This design comes from an exercise in tuning for small area, a short achievable clock period and few clock cycles on the open sky130 flow, not from production work.
Where RTL was checked, it was by simulation tests only, not by an equivalence proof against the original.
Power and IR drop assume default switching activity.

## the previous run
==> flow/design.v <==
package sw_seq_pkg;
    typedef enum logic [1:0] {
        BASE_A = 2'd0,
        BASE_C = 2'd1,
        BASE_G = 2'd2,
        BASE_T = 2'd3
    } base_t;
    localparam int SCORE_W_DEF = 10;
    localparam int NUM_CELLS_DEF = 16;
endpackage
package sw_ctrl_pkg;
    typedef enum logic [1:0] {
        IDLE  = 2'd0,   
        RUN   = 2'd1,   
        DRAIN = 2'd2,   
        DONE  = 2'd3    
    } sw_state_t;
endpackage
`timescale 1ns/1ps
module sw_step_counter #(
    parameter int CNT_W = 5
) (
    input  logic             clk,
    input  logic             load,    
    input  logic [CNT_W-1:0] value,
    input  logic             dec,
    output logic             zero     
);
    logic [CNT_W-1:0] count;
    assign zero = (count == '0);
    always_ff @(posedge clk) begin
        if (load) begin
            count <= value;
        end else if (dec) begin
            count <= count - CNT_W'(1);
        end
    end
endmodule
`timescale 1ns/1ps
module sw_array_fsm #(
    parameter int   CNT_W = 5
) (
    input  logic             clk,
    input  logic             rst,
    input  logic             start,          
    input  logic             target_valid,
    input  logic             target_last,
    input  logic             drain_zero,     
    output logic             drain_load,     
    output logic             drain_dec,
    output logic             run,            
    output logic             clr,            
    output logic             busy,
    output logic             done
);
    sw_ctrl_pkg::sw_state_t state;
    always_ff @(posedge clk) begin
        if (rst) begin
            state <= sw_ctrl_pkg::IDLE;
        end else begin
            case (state)
                sw_ctrl_pkg::IDLE:  if (start) state <= sw_ctrl_pkg::RUN;
                sw_ctrl_pkg::RUN:   if (target_valid && target_last) state <= sw_ctrl_pkg::DRAIN;
                sw_ctrl_pkg::DRAIN: if (drain_zero) state <= sw_ctrl_pkg::DONE;
                default:            state <= sw_ctrl_pkg::IDLE;   
            endcase
        end
    end
    assign run        = (state == sw_ctrl_pkg::RUN);
    assign clr        = (state == sw_ctrl_pkg::IDLE);
    assign drain_load = run;                               
    assign drain_dec  = (state == sw_ctrl_pkg::DRAIN);
    assign busy       = run || drain_dec;
    assign done       = (state == sw_ctrl_pkg::DONE);
endmodule
`timescale 1ns/1ps
module sw_query_bank #(
    parameter int   NUM_CELLS = 8,
    localparam int  CNT_W     = $clog2(NUM_CELLS + 1)
) (
    input  logic                                clk,
    input  logic                                start,    
    input  logic [CNT_W-1:0]                    len,
    input  logic                                wr,
    input  sw_seq_pkg::base_t                   base,
    output logic [CNT_W-1:0]                    len_q,    
    output sw_seq_pkg::base_t [NUM_CELLS-1:0]   bases,    
    output logic [NUM_CELLS-1:0]                head      
);
    always_ff @(posedge clk) begin
        if (wr) begin
            bases <= {base, bases[NUM_CELLS-1:1]};
        end
    end
    always_ff @(posedge clk) begin
        if (start) begin
            len_q <= len;
        end
    end
    for (genvar c = 0; c < NUM_CELLS; c++) begin : g_head
        assign head[c] = (len_q == CNT_W'(NUM_CELLS - c));
    end
endmodule
`timescale 1ns/1ps
module sw_cell #(
    parameter int   SCORE_W   = 10,
    parameter int   NUM_CELLS = 8,
    parameter int   INDEX     = 0,   
    localparam int  H_W       = SCORE_W - 1,   
    localparam int  IDX_W     = (NUM_CELLS > 1) ? $clog2(NUM_CELLS) : 1
) (
    input  logic                      clk,
    input  logic                      rst,
    input  logic                      clr,            
    input  logic                      head,           
    input  sw_seq_pkg::base_t         query,
    input  logic signed [SCORE_W-1:0] match_score,
    input  logic signed [SCORE_W-1:0] mismatch_score,
    input  logic signed [SCORE_W-1:0] gap_open,
    input  logic                      col_valid,      
    input  sw_seq_pkg::base_t         col_base,
    input  logic                      valid_in,       
    input  sw_seq_pkg::base_t         target_in,
    input  logic        [H_W-1:0]     h_in,           
    input  logic        [H_W-1:0]     h_max_in,       
    input  logic        [IDX_W-1:0]   h_max_idx_in,
    output logic                      valid_out,      
    output sw_seq_pkg::base_t         target_out,
    output logic        [H_W-1:0]     h_out,          
    output logic        [H_W-1:0]     h_max_out,
    output logic        [IDX_W-1:0]   h_max_idx_out,
    output logic        [H_W-1:0]     wave_max,       
    output logic        [IDX_W-1:0]   wave_idx
);
    logic        [H_W-1:0]     h_diag;       
    logic signed [SCORE_W-1:0] sub, s_diag, s_gap, next_h;
    logic signed [SCORE_W-1:0] diag_w;    
    function automatic logic ge_u(input logic [H_W-1:0] a, input logic [H_W-1:0] b);
        logic r;
        r = 1'b1;
        for (int i = 0; i < H_W; i++) begin
            r = (a[i] & ~b[i]) | (~(a[i] ^ b[i]) & r);
        end
        ge_u = r;
    endfunction
    function automatic logic gt_s(input logic [SCORE_W-1:0] a, input logic [SCORE_W-1:0] b);
        logic r;
        r = 1'b0;
        for (int i = 0; i < SCORE_W - 1; i++) begin
            r = (a[i] & ~b[i]) | (~(a[i] ^ b[i]) & r);
        end
        gt_s = (~a[SCORE_W-1] & b[SCORE_W-1]) | (~(a[SCORE_W-1] ^ b[SCORE_W-1]) & r);
    endfunction
    function automatic logic [SCORE_W-1:0] add_bk(input logic [SCORE_W-1:0] a,
                                                  input logic [SCORE_W-1:0] b);
        logic [SCORE_W-1:0] p, g, p0;
        p0 = a ^ b;
        p  = p0;
        g  = a & b;
        for (int d = 1; d < SCORE_W; d = d * 2) begin
            for (int j = 2 * d - 1; j < SCORE_W; j = j + 2 * d) begin
                g[j] = g[j] | (p[j] & g[j-d]);
                p[j] = p[j] & p[j-d];
            end
        end
        for (int d = 2 ** ($clog2(SCORE_W) - 1); d >= 1; d = d / 2) begin
            for (int j = 3 * d - 1; j < SCORE_W; j = j + 2 * d) begin
                g[j] = g[j] | (p[j] & g[j-d]);
                p[j] = p[j] & p[j-d];
            end
        end
        add_bk = p0 ^ {g[SCORE_W-2:0], 1'b0};
    endfunction
    always_ff @(posedge clk) begin
        if (rst) begin
            valid_out <= 1'b0;
        end else begin
            valid_out <= head ? col_valid : valid_in;
        end
    end
    always_ff @(posedge clk) begin
        target_out <= head ? col_base : target_in;
        h_diag     <= h_in;   
    end
    logic signed [SCORE_W-1:0] left_w, up_w, s_left, s_up;
    logic left_ge;
    assign left_ge = ge_u(h_out, h_in);
    assign sub    = (query == target_out) ? match_score : mismatch_score;
    assign diag_w = {1'b0, h_diag};
    assign left_w = {1'b0, h_out};
    assign up_w   = {1'b0, h_in};
    assign s_diag = add_bk(diag_w, sub);
    assign s_left = add_bk(left_w, gap_open);   
    assign s_up   = add_bk(up_w, gap_open);
    assign s_gap  = left_ge ? s_left : s_up;
    assign next_h = gt_s(s_gap, s_diag) ? s_gap : s_diag;
    always_ff @(posedge clk) begin
        if (clr) begin
            h_out <= '0;
        end else if (valid_out) begin
            h_out <= next_h[SCORE_W-1] ? '0 : next_h[H_W-1:0];   
        end
    end
    logic                      take_in;
    assign take_in  = ge_u(h_max_in, h_out);
    assign wave_max = take_in ? h_max_in : h_out;
    assign wave_idx = take_in ? h_max_idx_in : IDX_W'(INDEX);
    always_ff @(posedge clk) begin
        if (clr) begin
            h_max_out <= '0;
        end else begin
            h_max_out <= wave_max;
        end
    end
    always_ff @(posedge clk) begin
        h_max_idx_out <= wave_idx;   
    end
endmodule
`timescale 1ns/1ps
module sw_align_top #(
    parameter int   NUM_CELLS = sw_seq_pkg::NUM_CELLS_DEF,
    parameter int   SCORE_W   = sw_seq_pkg::SCORE_W_DEF,
    localparam int  CNT_W     = $clog2(NUM_CELLS + 1),   
    localparam int  IDX_W     = (NUM_CELLS > 1) ? $clog2(NUM_CELLS) : 1,
    localparam int  H_W       = SCORE_W - 1
) (
    input  logic                      clk,
    input  logic                      rst,
    input  logic                      start,
    input  logic        [CNT_W-1:0]   query_len,
    input  logic                      query_wr,
    input  logic        [1:0]         query_base,
    input  logic                      target_valid,
    input  logic        [1:0]         target_base,
    input  logic                      target_last,
    input  logic signed [SCORE_W-1:0] match_score,
    input  logic signed [SCORE_W-1:0] mismatch_score,
    input  logic signed [SCORE_W-1:0] gap_open,
    output logic                      busy,
    output logic                      done,
    output logic signed [SCORE_W-1:0] best_score,
    output logic        [IDX_W-1:0]   best_query_idx
);
    logic run, clr, drain_load, drain_dec, drain_zero;
    logic [CNT_W-1:0] len_q;
    sw_seq_pkg::base_t [NUM_CELLS-1:0] bases;
    logic [NUM_CELLS-1:0] head;
    logic signed [SCORE_W-1:0] match_q, mismatch_q, gap_q;
    always_ff @(posedge clk) begin
        match_q    <= match_score;
        mismatch_q <= mismatch_score;
        gap_q      <= gap_open;
    end
    sw_array_fsm #(.CNT_W(CNT_W)) fsm_i (
        .clk, .rst, .start, .target_valid, .target_last, .drain_zero,
        .drain_load, .drain_dec, .run, .clr, .busy, .done
    );
    sw_step_counter #(.CNT_W(CNT_W)) cnt_i (
        .clk, .load(drain_load), .value(len_q - CNT_W'(1)), .dec(drain_dec), .zero(drain_zero)
    );
    sw_query_bank #(.NUM_CELLS(NUM_CELLS)) bank_i (
        .clk, .start(clr && start), .len(query_len), .wr(run && query_wr),
        .base(sw_seq_pkg::base_t'(query_base)), .len_q, .bases, .head
    );
    logic                      valid_c  [NUM_CELLS+1];
    sw_seq_pkg::base_t         target_c [NUM_CELLS+1];
    logic        [H_W-1:0]     h_c      [NUM_CELLS+1];
    logic        [H_W-1:0]     hmax_c   [NUM_CELLS+1];
    logic        [IDX_W-1:0]   hidx_c   [NUM_CELLS+1];
    logic        [H_W-1:0]     wnext_c  [NUM_CELLS];   
    logic        [IDX_W-1:0]   wnidx_c  [NUM_CELLS];
    assign valid_c[0]  = 1'b0;
    assign target_c[0] = sw_seq_pkg::BASE_A;
    assign h_c[0]      = '0;
    assign hmax_c[0]   = '0;
    assign hidx_c[0]   = '0;
    for (genvar k = 0; k < NUM_CELLS; k++) begin : g_cell
        sw_cell #(.SCORE_W(SCORE_W), .NUM_CELLS(NUM_CELLS), .INDEX(k)) cell_i (
            .clk, .rst, .clr, .head(head[k]), .query(bases[k]),
            .match_score(match_q), .mismatch_score(mismatch_q), .gap_open(gap_q),
            .col_valid(run && target_valid), .col_base(sw_seq_pkg::base_t'(target_base)),
            .valid_in(valid_c[k]), .target_in(target_c[k]),
            .h_in(h_c[k]), .h_max_in(hmax_c[k]), .h_max_idx_in(hidx_c[k]),
            .valid_out(valid_c[k+1]), .target_out(target_c[k+1]),
            .h_out(h_c[k+1]), .h_max_out(hmax_c[k+1]), .h_max_idx_out(hidx_c[k+1]),
            .wave_max(wnext_c[k]), .wave_idx(wnidx_c[k])
        );
    end
    logic [H_W-1:0]   acc_max, wave_max, last_h, keep;
    logic [IDX_W-1:0] acc_row, wave_row, last_row, keep_row;
    logic [IDX_W-1:0] acc_cell, wave_cell, keep_cell;   
    logic             acc_ge_wave, acc_ge_last, wave_ge_last, acc_ge_now;
    function automatic logic ge_u(input logic [H_W-1:0] a, input logic [H_W-1:0] b);
        logic r;
        r = 1'b1;
        for (int i = 0; i < H_W; i++) begin
            r = (a[i] & ~b[i]) | (~(a[i] ^ b[i]) & r);
        end
        ge_u = r;
    endfunction
    assign wave_max  = wnext_c[NUM_CELLS-2];
    assign wave_cell = wnidx_c[NUM_CELLS-2];
    assign wave_row  = IDX_W'(wave_cell + IDX_W'(len_q));
    assign last_h    = h_c[NUM_CELLS];
    assign last_row  = IDX_W'(len_q - CNT_W'(1));
    assign acc_ge_wave  = ge_u(acc_max, wave_max) &&
                          ((acc_max != wave_max) || (acc_cell <= wave_cell));
    assign acc_ge_last  = ge_u(acc_max, last_h);
    assign wave_ge_last = ge_u(wave_max, last_h);
    always_comb begin
        if (acc_ge_wave && acc_ge_last) begin
            keep      = acc_max;
            keep_row  = acc_row;
            keep_cell = acc_cell;
        end else if (!acc_ge_wave && wave_ge_last) begin
            keep      = wave_max;
            keep_row  = wave_row;
            keep_cell = wave_cell;
        end else begin
            keep      = last_h;
            keep_row  = last_row;
            keep_cell = IDX_W'(NUM_CELLS - 1);
        end
    end
    always_ff @(posedge clk) begin
        if (clr) begin
            acc_max  <= '0;
            acc_row  <= '0;
            acc_cell <= '0;
        end else begin
            acc_max  <= keep;
            acc_row  <= keep_row;
            acc_cell <= keep_cell;
        end
    end
    assign acc_ge_now     = ge_u(acc_max, last_h);
    assign best_score     = SCORE_W'(acc_ge_now ? acc_max : last_h);
    assign best_query_idx = acc_ge_now ? acc_row : last_row;
endmodule
clock: 10.0 ns
lec_check: 0
cap_margin: 20
core_margin: 2
core_utilization: 40
setup_slack_margin: 5
slew_margin: 20
run.sh (not shown) runs the stock make flow with config.mk's settings and CLKGATE_MAP_FILE= SYNTH_SCRIPT=/design/flow/synth_recipe.tcl, a recipe that flattens the netlist after the stock synthesis.
Modified inputs, the current run compared to the previous run
--- a/flow/design.v
+++ b/flow/design.v
@@ -127,11 +127,9 @@
     output logic                      valid_out,      
     output sw_seq_pkg::base_t         target_out,
     output logic        [H_W-1:0]     h_out,          
     output logic        [H_W-1:0]     h_max_out,
-    output logic        [IDX_W-1:0]   h_max_idx_out,
-    output logic        [H_W-1:0]     wave_max,       
-    output logic        [IDX_W-1:0]   wave_idx
+    output logic        [IDX_W-1:0]   h_max_idx_out
 );
     logic        [H_W-1:0]     h_diag;       
     logic signed [SCORE_W-1:0] sub, s_diag, s_gap, next_h;
     logic signed [SCORE_W-1:0] diag_w;    
@@ -201,8 +199,10 @@
             h_out <= next_h[SCORE_W-1] ? '0 : next_h[H_W-1:0];   
         end
     end
     logic                      take_in;
+    logic        [H_W-1:0]     wave_max;
+    logic        [IDX_W-1:0]   wave_idx;
     assign take_in  = ge_u(h_max_in, h_out);
     assign wave_max = take_in ? h_max_in : h_out;
     assign wave_idx = take_in ? h_max_idx_in : IDX_W'(INDEX);
     always_ff @(posedge clk) begin
@@ -266,10 +266,8 @@
     sw_seq_pkg::base_t         target_c [NUM_CELLS+1];
     logic        [H_W-1:0]     h_c      [NUM_CELLS+1];
     logic        [H_W-1:0]     hmax_c   [NUM_CELLS+1];
     logic        [IDX_W-1:0]   hidx_c   [NUM_CELLS+1];
-    logic        [H_W-1:0]     wnext_c  [NUM_CELLS];   
-    logic        [IDX_W-1:0]   wnidx_c  [NUM_CELLS];
     assign valid_c[0]  = 1'b0;
     assign target_c[0] = sw_seq_pkg::BASE_A;
     assign h_c[0]      = '0;
     assign hmax_c[0]   = '0;
@@ -281,59 +279,56 @@
             .col_valid(run && target_valid), .col_base(sw_seq_pkg::base_t'(target_base)),
             .valid_in(valid_c[k]), .target_in(target_c[k]),
             .h_in(h_c[k]), .h_max_in(hmax_c[k]), .h_max_idx_in(hidx_c[k]),
             .valid_out(valid_c[k+1]), .target_out(target_c[k+1]),
-            .h_out(h_c[k+1]), .h_max_out(hmax_c[k+1]), .h_max_idx_out(hidx_c[k+1]),
-            .wave_max(wnext_c[k]), .wave_idx(wnidx_c[k])
+            .h_out(h_c[k+1]), .h_max_out(hmax_c[k+1]), .h_max_idx_out(hidx_c[k+1])
         );
     end
-    logic [H_W-1:0]   acc_max, wave_max, last_h, keep;
-    logic [IDX_W-1:0] acc_row, wave_row, last_row, keep_row;
-    logic [IDX_W-1:0] acc_cell, wave_cell, keep_cell;   
-    logic             acc_ge_wave, acc_ge_last, wave_ge_last, acc_ge_now;
+    logic [H_W-1:0]   acc_max, wave_max, last_h, best;
+    logic [IDX_W-1:0] acc_row, wave_row, last_row, best_row;
+    logic [IDX_W-1:0] acc_cell, best_cell;   
+    logic             acc_ge_wave, acc_ge_last, wave_ge_last;
     function automatic logic ge_u(input logic [H_W-1:0] a, input logic [H_W-1:0] b);
         logic r;
         r = 1'b1;
         for (int i = 0; i < H_W; i++) begin
             r = (a[i] & ~b[i]) | (~(a[i] ^ b[i]) & r);
         end
         ge_u = r;
     endfunction
-    assign wave_max  = wnext_c[NUM_CELLS-2];
-    assign wave_cell = wnidx_c[NUM_CELLS-2];
-    assign wave_row  = IDX_W'(wave_cell + IDX_W'(len_q));
-    assign last_h    = h_c[NUM_CELLS];
-    assign last_row  = IDX_W'(len_q - CNT_W'(1));
+    assign wave_max = hmax_c[NUM_CELLS-1];
+    assign wave_row = IDX_W'(hidx_c[NUM_CELLS-1] + IDX_W'(len_q));
+    assign last_h   = h_c[NUM_CELLS];
+    assign last_row = IDX_W'(len_q - CNT_W'(1));
     assign acc_ge_wave  = ge_u(acc_max, wave_max) &&
-                          ((acc_max != wave_max) || (acc_cell <= wave_cell));
+                          ((acc_max != wave_max) || (acc_cell <= hidx_c[NUM_CELLS-1]));
     assign acc_ge_last  = ge_u(acc_max, last_h);
     assign wave_ge_last = ge_u(wave_max, last_h);
     always_comb begin
         if (acc_ge_wave && acc_ge_last) begin
-            keep      = acc_max;
-            keep_row  = acc_row;
-            keep_cell = acc_cell;
+            best      = acc_max;
+            best_row  = acc_row;
+            best_cell = acc_cell;
         end else if (!acc_ge_wave && wave_ge_last) begin
-            keep      = wave_max;
-            keep_row  = wave_row;
-            keep_cell = wave_cell;
+            best      = wave_max;
+            best_row  = wave_row;
+            best_cell = hidx_c[NUM_CELLS-1];
         end else begin
-            keep      = last_h;
-            keep_row  = last_row;
-            keep_cell = IDX_W'(NUM_CELLS - 1);
+            best      = last_h;
+            best_row  = last_row;
+            best_cell = IDX_W'(NUM_CELLS - 1);
         end
     end
     always_ff @(posedge clk) begin
         if (clr) begin
             acc_max  <= '0;
             acc_row  <= '0;
             acc_cell <= '0;
         end else begin
-            acc_max  <= keep;
-            acc_row  <= keep_row;
-            acc_cell <= keep_cell;
+            acc_max  <= best;
+            acc_row  <= best_row;
+            acc_cell <= best_cell;
         end
     end
-    assign acc_ge_now     = ge_u(acc_max, last_h);
-    assign best_score     = SCORE_W'(acc_ge_now ? acc_max : last_h);
-    assign best_query_idx = acc_ge_now ? acc_row : last_row;
+    assign best_score     = SCORE_W'(best);
+    assign best_query_idx = best_row;
 endmodule
### Flow results
- Re register fraction of the total cell area: the previous run and the current run aren't equal, and the lower value belongs to the previous run.
- Per the comparison of the current run with the previous run, synthesized netlist cell count shows a reduction of 0.35%; area growth from synthesis to layout went down by 0.99 points; clock share of power rose by 3.0 points.
- Re placer's final routability congestion estimate: the previous run and the current run aren't equal, and the higher value belongs to the current run.
- Worst endpoint data arrival time (the current run over the previous run): decrease, 0.06 ns
- Compared with the previous run, the current run shows met2 wire length lower by 5.4%.
- The total stage count of the critical path number comes out lower for the previous run vs the current run.
- Final period demand of the worst path, the previous run and the current run: smaller value in the current run
- Total chip power | the current run below the previous run
- Compared with the previous run, the current run shows total standard cell area after synthesis that has gone down slightly.
- met4 as the uppermost signal routing layer after detailed routing was reported by the current run, and met5 by the previous run.
- Measured against each other, the previous run and the current run differ in utilization, the higher figure coming from the previous run.
Testbench counts of the current run, summed over its fixed seeds: cycles 23,229.
The RTL of the previous run was laid out without a check of its function.

port drivers added, routing unchanged:
No port has a modelled driver above. Below, the same layouts with a new extraction and two added sets of constraints.
Step 1 assumes that a clkbuf_16 drives the clock port and a buf_2 every other input.
Step 2 adds t to the input delays and takes it off the output delays; t is the mean of the earliest and latest rising clock arrival at the registers after step 1. Input paths then give back, and output paths get back, about the clock's delay inside the block.
Slacks: ideal ports / drivers / drivers and shift; pairs: ideal ports / drivers.
run | t, ns | slack for setup (ns) | hold slack, ns | worst register clock-pin slew, ns | pins driven straight from the clock port
the previous run | 0.684 | 5.045 / 4.976 / 5.070 | 0.418 / 0.418 / 0.418 | 0.07 / 0.07 | 1
the current run | 0.706 | 5.105 / 5.031 / 5.171 | 0.402 / 0.402 / 0.402 | 0.07 / 0.07 | 1
After both steps setup and hold are still met in every run listed.
